Source: an optimization exercise on an open RTL-to-GDS flow (aim: small area and few clock cycles). Production flows keep margins and buffers that such runs may drop. The RTL was checked by simulation tests, not by an equivalence proof against the original design. Power figures rest on the tool's default switching activity, not on a simulated workload.

===== flow/run.sh =====
#!/bin/bash
# synth_recipe.tcl (not shown) runs the flow's synth.tcl, then flattens the netlist and writes it again
# the make line also repeats each setting of config.mk as NAME=value (left out here)
make -C /OpenROAD-flow-scripts/flow DESIGN_CONFIG=/design/flow/config.mk WORK_HOME=/design/flow/orfs CLKGATE_MAP_FILE= SYNTH_SCRIPT=/design/flow/synth_recipe.tcl finish

===== flow/config.mk =====
export PLATFORM = sky130hd
export DESIGN_NAME = huffman_bitstream_encoder
export DESIGN_NICKNAME = huffman_bitstream_encoder
export VERILOG_FILES = /design/flow/design.v
export SDC_FILE = /design/flow/constraint.sdc
export NUM_CORES = 4
export LEC_CHECK = 0
export CAP_MARGIN = 20
export CORE_MARGIN = 2
export CORE_UTILIZATION = 45
export SLEW_MARGIN = 20
export SYNTH_MEMORY_MAX_BITS = 8192

===== flow/constraint.sdc =====
create_clock -name core_clock -period 8.0 [get_ports {clock}]
set_input_delay 1.6000 -clock core_clock [delete_from_list [all_inputs] [get_ports {clock}]]
set_output_delay 1.6000 -clock core_clock [all_outputs]
set_load 0.01 [all_outputs]

===== flow/design.v =====
package hbe_pkg;
   localparam int BYTE_BITS = 8;
   localparam int SYM_W     = 8;
   localparam int CODE_W    = 16;
   localparam int LEN_W     = 5;
   localparam int PEND_W    = BYTE_BITS - 1;
   localparam int PCNT_W    = 3;
   localparam int ACC_W     = PEND_W + CODE_W;
   localparam int ACNT_W    = 5;
   localparam int OCNT_W    = 4;
   localparam int NRES_W    = 2;
   localparam logic [OCNT_W-1:0] FULL_BYTE_COUNT = OCNT_W'(BYTE_BITS);
   typedef enum logic [1:0] {
      REQ_WRITE  = 2'd0,
      REQ_ENCODE = 2'd1,
      REQ_FLUSH  = 2'd2
   } req_kind_type;
   typedef struct packed {
      logic [LEN_W-1:0]  len;
      logic [CODE_W-1:0] code;
   } entry_type;
   typedef struct packed {
      logic      valid;
      logic      flush;
      entry_type entry;
   } pack_in_type;
   typedef struct packed {
      logic [NRES_W-1:0]    n;
      logic [BYTE_BITS-1:0] byte0;
      logic [OCNT_W-1:0]    count0;
      logic                 eos0;
      logic [BYTE_BITS-1:0] byte1;
   } pack_out_type;
endpackage
module hbe_ram #(
   parameter int WIDTH = 21,
   parameter int DEPTH = 256
) (
   input  logic                             clock,
   input  logic                             wr_en,
   input  logic [$clog2(DEPTH)-1:0]         wr_addr,
   input  logic [WIDTH-1:0]                 wr_data,
   input  logic                             rd_en,
   input  logic [$clog2(DEPTH)-1:0]         rd_addr,
   output logic [WIDTH-1:0]                 rd_data
);
   logic [WIDTH-1:0] mem_ff [DEPTH];
   logic [WIDTH-1:0] rd_data_ff;
   always_ff @(posedge clock) begin
      if (wr_en) begin
         mem_ff[wr_addr] <= wr_data;
      end
      if (rd_en) begin
         rd_data_ff <= mem_ff[rd_addr];
      end
   end
   assign rd_data = rd_data_ff;
endmodule
import hbe_pkg::*;
module hbe_pack (
   input  logic                  clock,
   input  logic                  reset,
   input  hbe_pkg::pack_in_type  pin,
   output hbe_pkg::pack_out_type pout
);
   logic [PEND_W-1:0] pend_bits_ff, pend_bits_in;
   logic [PCNT_W-1:0] pend_count_ff, pend_count_in;
   logic [ACC_W-1:0]  acc;
   logic [ACNT_W-1:0] cnt;
   logic [ACNT_W-1:0] sh_hi;
   logic [ACNT_W-1:0] sh_lo;
   logic [ACC_W-1:0]  acc_hi;
   logic [ACC_W-1:0]  acc_lo;
   logic [ACNT_W-1:0] rem;
   logic [PCNT_W-1:0] rem_cnt;
   logic [BYTE_BITS-1:0] rem_mask;
   always_comb begin
      acc    = (ACC_W'(pend_bits_ff) << pin.entry.len) | ACC_W'(pin.entry.code);
      cnt    = ACNT_W'(pend_count_ff) + ACNT_W'(pin.entry.len);
      sh_hi  = cnt - ACNT_W'(BYTE_BITS);
      sh_lo  = cnt - ACNT_W'(2 * BYTE_BITS);
      acc_hi = acc >> sh_hi;
      acc_lo = acc >> sh_lo;
      pout.byte0  = acc_hi[BYTE_BITS-1:0];
      pout.byte1  = acc_lo[BYTE_BITS-1:0];
      pout.count0 = FULL_BYTE_COUNT;
      pout.eos0   = 1'b0;
      if (cnt >= ACNT_W'(2 * BYTE_BITS)) begin
         pout.n = NRES_W'(2);
         rem    = sh_lo;
      end else if (cnt >= ACNT_W'(BYTE_BITS)) begin
         pout.n = NRES_W'(1);
         rem    = sh_hi;
      end else begin
         pout.n = NRES_W'(0);
         rem    = cnt;
      end
      rem_cnt  = rem[PCNT_W-1:0];
      rem_mask = (BYTE_BITS'(1) << rem_cnt) - BYTE_BITS'(1);
      pend_bits_in  = acc[PEND_W-1:0] & rem_mask[PEND_W-1:0];
      pend_count_in = rem_cnt;
      if (pin.flush) begin
         pout.n        = (pend_count_ff != '0) ? NRES_W'(1) : NRES_W'(0);
         pout.byte0    = BYTE_BITS'(pend_bits_ff);
         pout.count0   = OCNT_W'(pend_count_ff);
         pout.eos0     = 1'b1;
         pend_bits_in  = '0;
         pend_count_in = '0;
      end
   end
   always_ff @(posedge clock) begin
      if (reset) begin
         pend_bits_ff  <= '0;
         pend_count_ff <= '0;
      end else if (pin.valid) begin
         pend_bits_ff  <= pend_bits_in;
         pend_count_ff <= pend_count_in;
      end
   end
endmodule
import hbe_pkg::*;
module hbe_outbuf (
   input  logic                  clock,
   input  logic                  reset,
   input  logic                  load,
   input  hbe_pkg::pack_out_type res,
   output logic                  free,
   output logic                  rsp_valid,
   input  logic                  rsp_ready,
   output logic [7:0]            rsp_out_byte,
   output logic [3:0]            rsp_out_bit_count,
   output logic                  rsp_end_of_stream
);
   logic [NRES_W-1:0]    num_ff, num_in;
   logic [BYTE_BITS-1:0] byte0_ff, byte0_in;
   logic [OCNT_W-1:0]    count0_ff, count0_in;
   logic                 eos0_ff, eos0_in;
   logic [BYTE_BITS-1:0] byte1_ff, byte1_in;
   logic                 pop;
   assign pop  = rsp_valid && rsp_ready;
   assign free = (num_ff == '0) || ((num_ff == NRES_W'(1)) && pop);
   always_comb begin
      num_in    = num_ff;
      byte0_in  = byte0_ff;
      count0_in = count0_ff;
      eos0_in   = eos0_ff;
      byte1_in  = byte1_ff;
      if (load) begin
         num_in    = res.n;
         byte0_in  = res.byte0;
         count0_in = res.count0;
         eos0_in   = res.eos0;
         byte1_in  = res.byte1;
      end else if (pop) begin
         num_in    = num_ff - NRES_W'(1);
         byte0_in  = byte1_ff;
         count0_in = FULL_BYTE_COUNT;
         eos0_in   = 1'b0;
      end
   end
   always_ff @(posedge clock) begin
      if (reset) begin
         num_ff <= '0;
      end else begin
         num_ff <= num_in;
      end
      byte0_ff  <= byte0_in;
      count0_ff <= count0_in;
      eos0_ff   <= eos0_in;
      byte1_ff  <= byte1_in;
   end
   assign rsp_valid             = (num_ff != '0);
   assign rsp_out_byte      = byte0_ff;
   assign rsp_out_bit_count = count0_ff;
   assign rsp_end_of_stream = eos0_ff;
endmodule
import hbe_pkg::*;
module huffman_bitstream_encoder #(
   parameter int MAX_CODE_LEN = 16,
   parameter int SYMBOL_COUNT = 256
) (
   input  logic      clock,
   input  logic      reset,
   input  logic        req_valid,
   output logic        req_ready,
   input  logic [1:0]  req_type,
   input  logic [7:0]  req_symbol,
   input  logic [15:0] req_code_word,
   input  logic [4:0]  req_code_length,
   output logic        rsp_valid,
   input  logic        rsp_ready,
   output logic [7:0]  rsp_out_byte,
   output logic [3:0]  rsp_out_bit_count,
   output logic        rsp_end_of_stream
);
   localparam int ADDR_W = $clog2(SYMBOL_COUNT);
   localparam logic [SYM_W:0]   SYM_LIMIT = (SYM_W + 1)'(SYMBOL_COUNT);
   localparam int               LEN_MAX   = (MAX_CODE_LEN < CODE_W) ? MAX_CODE_LEN : CODE_W;
   localparam logic [LEN_W-1:0] LEN_LIMIT = LEN_W'(LEN_MAX);
   logic [1:0]   kind;
   logic         req_fire;
   logic         sym_ok;
   logic         len_ok;
   logic         wr_en;
   logic         rd_en;
   logic         s1_load;
   logic         s1_adv;
   logic         ob_free;
   logic [CODE_W:0]   len_mask;
   hbe_pkg::entry_type         wr_entry;
   hbe_pkg::entry_type         rd_entry;
   logic s1_valid_ff, s1_valid_in;
   logic s1_flush_ff, s1_flush_in;
   hbe_pkg::pack_in_type  pk_in;
   hbe_pkg::pack_out_type pk_out;
   assign kind     = req_type;
   assign req_fire = req_valid && req_ready;
   assign sym_ok   = ({1'b0, req_symbol} < SYM_LIMIT);
   assign len_ok   = (req_code_length <= LEN_LIMIT);
   assign len_mask      = ((CODE_W + 1)'(1) << req_code_length) - (CODE_W + 1)'(1);
   assign wr_entry.len  = req_code_length;
   assign wr_entry.code = req_code_word & len_mask[CODE_W-1:0];
   always_comb begin
      wr_en   = 1'b0;
      rd_en   = 1'b0;
      s1_load = 1'b0;
      unique case (kind)
         REQ_WRITE: begin
            wr_en = req_fire && sym_ok && len_ok;
         end
         REQ_ENCODE: begin
            rd_en   = req_fire && sym_ok;
            s1_load = req_fire && sym_ok;
         end
         REQ_FLUSH: begin
            s1_load = req_fire;
         end
         default: begin
         end
      endcase
   end
   hbe_ram #(
      .WIDTH (LEN_W + CODE_W),
      .DEPTH (SYMBOL_COUNT)
   ) u_code_table (
      .clock   (clock),
      .wr_en   (wr_en),
      .wr_addr (req_symbol[ADDR_W-1:0]),
      .wr_data (wr_entry),
      .rd_en   (rd_en),
      .rd_addr (req_symbol[ADDR_W-1:0]),
      .rd_data (rd_entry)
   );
   assign s1_adv    = s1_valid_ff && ob_free;
   assign req_ready = !s1_valid_ff || ob_free;
   always_comb begin
      s1_valid_in = s1_valid_ff;
      s1_flush_in = s1_flush_ff;
      if (s1_load) begin
         s1_valid_in = 1'b1;
         s1_flush_in = (kind == REQ_FLUSH);
      end else if (s1_adv) begin
         s1_valid_in = 1'b0;
      end
   end
   always_ff @(posedge clock) begin
      if (reset) begin
         s1_valid_ff <= 1'b0;
      end else begin
         s1_valid_ff <= s1_valid_in;
      end
      s1_flush_ff <= s1_flush_in;
   end
   assign pk_in.valid = s1_adv;
   assign pk_in.flush = s1_flush_ff;
   assign pk_in.entry = rd_entry;
   hbe_pack u_pack (
      .clock (clock),
      .reset (reset),
      .pin   (pk_in),
      .pout  (pk_out)
   );
   hbe_outbuf u_outbuf (
      .clock (clock),
      .reset (reset),
      .load  (s1_adv),
      .res   (pk_out),
      .free  (ob_free),
      .rsp_valid         (rsp_valid),
      .rsp_ready         (rsp_ready),
      .rsp_out_byte      (rsp_out_byte),
      .rsp_out_bit_count (rsp_out_bit_count),
      .rsp_end_of_stream (rsp_end_of_stream)
   );
endmodule

==> results.ini <==
[routing]
via_count = 100000
detailedRoute.firstPassIterationCount = 6
final_antenna_violating_net_count = 0
detail_route.wl_per_cell_um = 36.1
drt_first_iter_violations = 13700
drt-vias-per-instance = 6.28
totalWireLength_um = 575000
drc = 0

[outcome]
run_status = timing/DRC/antenna clean

[die]
area_inside_the_core_boundary_mm2 = 0.464
die_height_um = 687
design.die.area_mm2 = 0.472
start_util_pct = 45.2
rows = 250
die_w_um = 687
io-pin-count = 50

[timing]
report.final.slew_viol_count = 0
worst_clock_skew_ps = 55.1
setup-tns-final_ps = 0
hold_viol_final = 0
finalCriticalPeriod_ps = 5830
min_period_over_period_pct = 72.9
achievable-frequency_mhz = 172
rsz0062_at_grt = false
worst_slew_margin_rel_pct = 10.1
finalSetupViolations = 0
worst_margin_pin_slew_ps = 1350

[clock_network]
clock-root-buffer = sky130_fd_sc_hd__clkbuf_16
cts_buffer_depth = 4
cts_htree_levels = 6
cts_made_buffers = 561
post_cts_resized = 0
postCtsSetupRepairBufs = 0
cts_tree = done
hold_buffers = 0
clock_slew_seen_by_the_registers_of_the_worst_setup_and_hold_paths_ps = 60
cts_sinks = 5432
clk_latency_ps = 1080

[placed_design]
dp.final_hpwl_um = 323000
gpl.final_weighted_congestion = 0.877
numPlacedInstances = 14900
portBuffers = 49

[critical_path]
timing.critical_path.fanout_max = 91
critical_path_arrival_ps = 6630
timing.setup.critical_path_class = input port to flop
cp-start-kind = input port
kind_of_end_point_of_the_critical_path = flop
crit_path_required_time_ps = 8800

[global_routing]
grt_max_degree = 222
grt_overflow = 0
grt_usage_pct = 24.1
antenna_found_initial = 33
grt_pass1_vias = 101000
grt_first_pass_wirelength_um = 798000

[logic_synthesis]
yosys-top-cells-area = sky130_fd_sc_hd__edfxtp_1 (78%), sky130_fd_sc_hd__mux4_2 (18%), sky130_fd_sc_hd__nor2_1 (0.57%), sky130_fd_sc_hd__clkbuf_1 (0.44%), sky130_fd_sc_hd__buf_2 (0.34%)
synth-main-ff-cell = sky130_fd_sc_hd__edfxtp_1
syn-cell-area_mm2 = 0.210
synth_area_per_cell_um2 = 24.0
synth_fp_nets = 8774
ys_top_cells_by_count = sky130_fd_sc_hd__edfxtp_1 (5419), sky130_fd_sc_hd__mux4_2 (1695), sky130_fd_sc_hd__nor2_1 (318), sky130_fd_sc_hd__clkbuf_1 (245), sky130_fd_sc_hd__buf_2 (143)
synth.largest_area_cell = sky130_fd_sc_hd__edfxtp_1
synth_cells = 8727
ys_types = 75
synth.yosys.seq_area_share_pct = 77.7
synth.yosys.warnings = 4
ys_seq_elements = 5432
yosysMostFrequentCell = sky130_fd_sc_hd__edfxtp_1
post-synth-top-area-fraction_pct = 77.5
number_of_enable_type_register_cells_in_the_synthesized_netlist = 5419
synthArstFlopShare_pct = 0

[power]
power.leakage_nw = 70.0
ir_worst_vdd_mv = 0.214
power_density_mw_per_mm2 = 250

[finish]
layout.cells.non_filler = 15900
fin_util_pct = 51.3
drive_above_1_share_pct = 33.3
final_layout_net_count = 9352
area.growth.synth_to_final_pct = 13.5

[flow_run]
max_cap_violations = 0

[min_path]
worst_hold_path_type = flop to flop

## per-stage QoR
stage / cell area, um^2 / worst slack (ps) / power (W) / hold WS, ps
floorplan: 210000 / -1420 / 0.0339 / 448
global placement: 221000 / 1050 / 0.0351 / 494
detailed placement: 221000 / 1310 / 0.0352 / 499
CTS: 238000 / 2440 / 0.0599 / 507
global route: 238000 / 2300 / 0.0611 / 551
finish: 238000 / 2170 / 0.0595 / 504
## critical path: stages
cell and delay, ps:
sky130_fd_sc_hd__buf_16 390, sky130_fd_sc_hd__buf_4 670, sky130_fd_sc_hd__buf_4 550, sky130_fd_sc_hd__mux4_2 440, sky130_fd_sc_hd__mux4_2 510, sky130_fd_sc_hd__a22o_1 270, sky130_fd_sc_hd__a211oi_1 750, sky130_fd_sc_hd__nand3_1 580
sky130_fd_sc_hd__a211o_1 390
## layer usage
layer | global-route usage (%) | up-vias | routed length, um | part of all wire, %
li1 | - | 39000 | - | -
met1 | 33.8 | 54900 | 223000 | 39
met2 | 38.9 | 5251 | 278000 | 48
met3 | 4.68 | 850 | 54100 | 9.4
met4 | 7.26 | 6 | 18900 | 3.3
met5 | 0 | - | 29 | 0.0050
## where the power goes
part / switching [W] / internal, W
Combinational: 0.00199 / 0.00108
Clock: 0.0108 / 0.0141
Sequential: 0.0000278 / 0.0315
## final cells by class
| cell class | instances | area, um^2 |
|---|---|---|
| Timing Repair Buffer | 519 | 4820 |
| Sequential cell | 5432 | 163000 |
| Clock inverter | 276 | 2370 |
| Clock buffer | 706 | 14900 |
| Tap cell | 6174 | 7720 |
| Antenna cell | 20 | 50.0 |
| Fill cell | 35500 | 226000 |
| Multi-Input combinational cell | 2776 | 45300 |
| Inverter | 15 | 56.3 |
## state kept, by name, summed over array words and instances (netlist names)
signal	flops
u_code_table.mem_ff	5376
u_outbuf.num_ff	2
u_pack.pend_bits_ff	7
u_outbuf.count0_ff	4
s1_valid_ff	1
s1_flush_ff	1
u_outbuf.byte0_ff	8
u_pack.pend_count_ff	3
u_outbuf.byte1_ff	8
u_code_table.rd_data_ff	21
u_outbuf.eos0_ff	1
## placed cells by master (no fill, tap or decap), types with 13 or more instances in the layout
master and n:
sky130_fd_sc_hd__a21oi_1 54, sky130_fd_sc_hd__a32oi_1 21, sky130_fd_sc_hd__inv_1 13, sky130_fd_sc_hd__nor2_1 55, sky130_fd_sc_hd__clkbuf_16 574, sky130_fd_sc_hd__bufinv_16 30
sky130_fd_sc_hd__mux2_2 14, sky130_fd_sc_hd__mux2i_1 26, sky130_fd_sc_hd__buf_4 414, sky130_fd_sc_hd__a22oi_1 89, sky130_fd_sc_hd__o22ai_1 16, sky130_fd_sc_hd__clkinv_1 121
sky130_fd_sc_hd__a22o_1 14, sky130_fd_sc_hd__diode_2 20, sky130_fd_sc_hd__dfxtp_1 13, sky130_fd_sc_hd__o21ai_0 37, sky130_fd_sc_hd__edfxtp_1 5419, sky130_fd_sc_hd__o211ai_1 18
sky130_fd_sc_hd__clkinvlp_4 16, sky130_fd_sc_hd__clkbuf_1 132, sky130_fd_sc_hd__a31oi_1 16, sky130_fd_sc_hd__nor3_1 29, sky130_fd_sc_hd__nand2_1 103, sky130_fd_sc_hd__clkinv_2 66
sky130_fd_sc_hd__nand2b_1 14, sky130_fd_sc_hd__clkdlybuf4s50_1 37, sky130_fd_sc_hd__mux4_2 1695, sky130_fd_sc_hd__nand3_1 77, sky130_fd_sc_hd__buf_12 53, sky130_fd_sc_hd__nor2_2 259
sky130_fd_sc_hd__inv_6 25
## kinds of logic (layout without fill, tap and decap cells)
| family | count (synthesis) | count (layout) | synth area share [%] |
|---|---|---|---|
| simple gates | 657 | 657 | 1.41 |
| mux | 1736 | 1736 | 18.4 |
| compound gates | 362 | 362 | 1.23 |
| xor+xnor | 9 | 9 | 0.0376 |
| buf+inv | 519 | 1516 | 1.18 |
| other cells | 0 | 20 | 0 |
| fa+ha+maj | 12 | 12 | 0.0751 |
| flops | 5432 | 5432 | 77.7 |
## final timing paths
kind / startpoint / to / slack [ps] / depth (start not counted)
worst min register to register: u_outbuf.num_ff[1]$_SDFFE_PP0P_ / u_outbuf.num_ff[1]$_SDFFE_PP0P_ / 500 / 2
worst max-delay path: req_symbol[1] / u_code_table.rd_data_ff[6]$_DFFE_PP_ / 2170 / 9
worst max register to register: u_code_table.rd_data_ff[16]$_DFFE_PP_ / u_outbuf.byte0_ff[1]$_DFFE_PP_ / 3500 / 9
worst min-delay path: u_outbuf.num_ff[1]$_SDFFE_PP0P_ / u_outbuf.num_ff[1]$_SDFFE_PP0P_ / 500 / 2
Testbench counts, summed over its fixed seeds: cycles 29,326.

## port drivers added, routing unchanged
In the flow no input, the clock included, has a driving cell. The finished layout below was timed again as built, in two steps.
Step 1: set_driving_cell puts a clkbuf_16 on clock and a buf_2 on each other input, an assumption about the parent block.
Step 2 moves the port delays by t, midway between the first and last clock arrival at a register: inputs arrive t later, outputs are due t later. That takes back most of the time a late clock gives input paths.
Slacks: no drivers / after step 1 / after step 2; pairs: no drivers / after step 1.
shift t [ns]: 1.167
setup slack, ns: 2.170 / 2.187 / 1.020
hold WS [ns]: 0.504 / 0.504 / 0.504
worst setup path after step 2: input to register
After both steps setup and hold are still met in this run. The setup slack of this run moves by +0.017 ns with the drivers and by -1.150 ns with both steps.
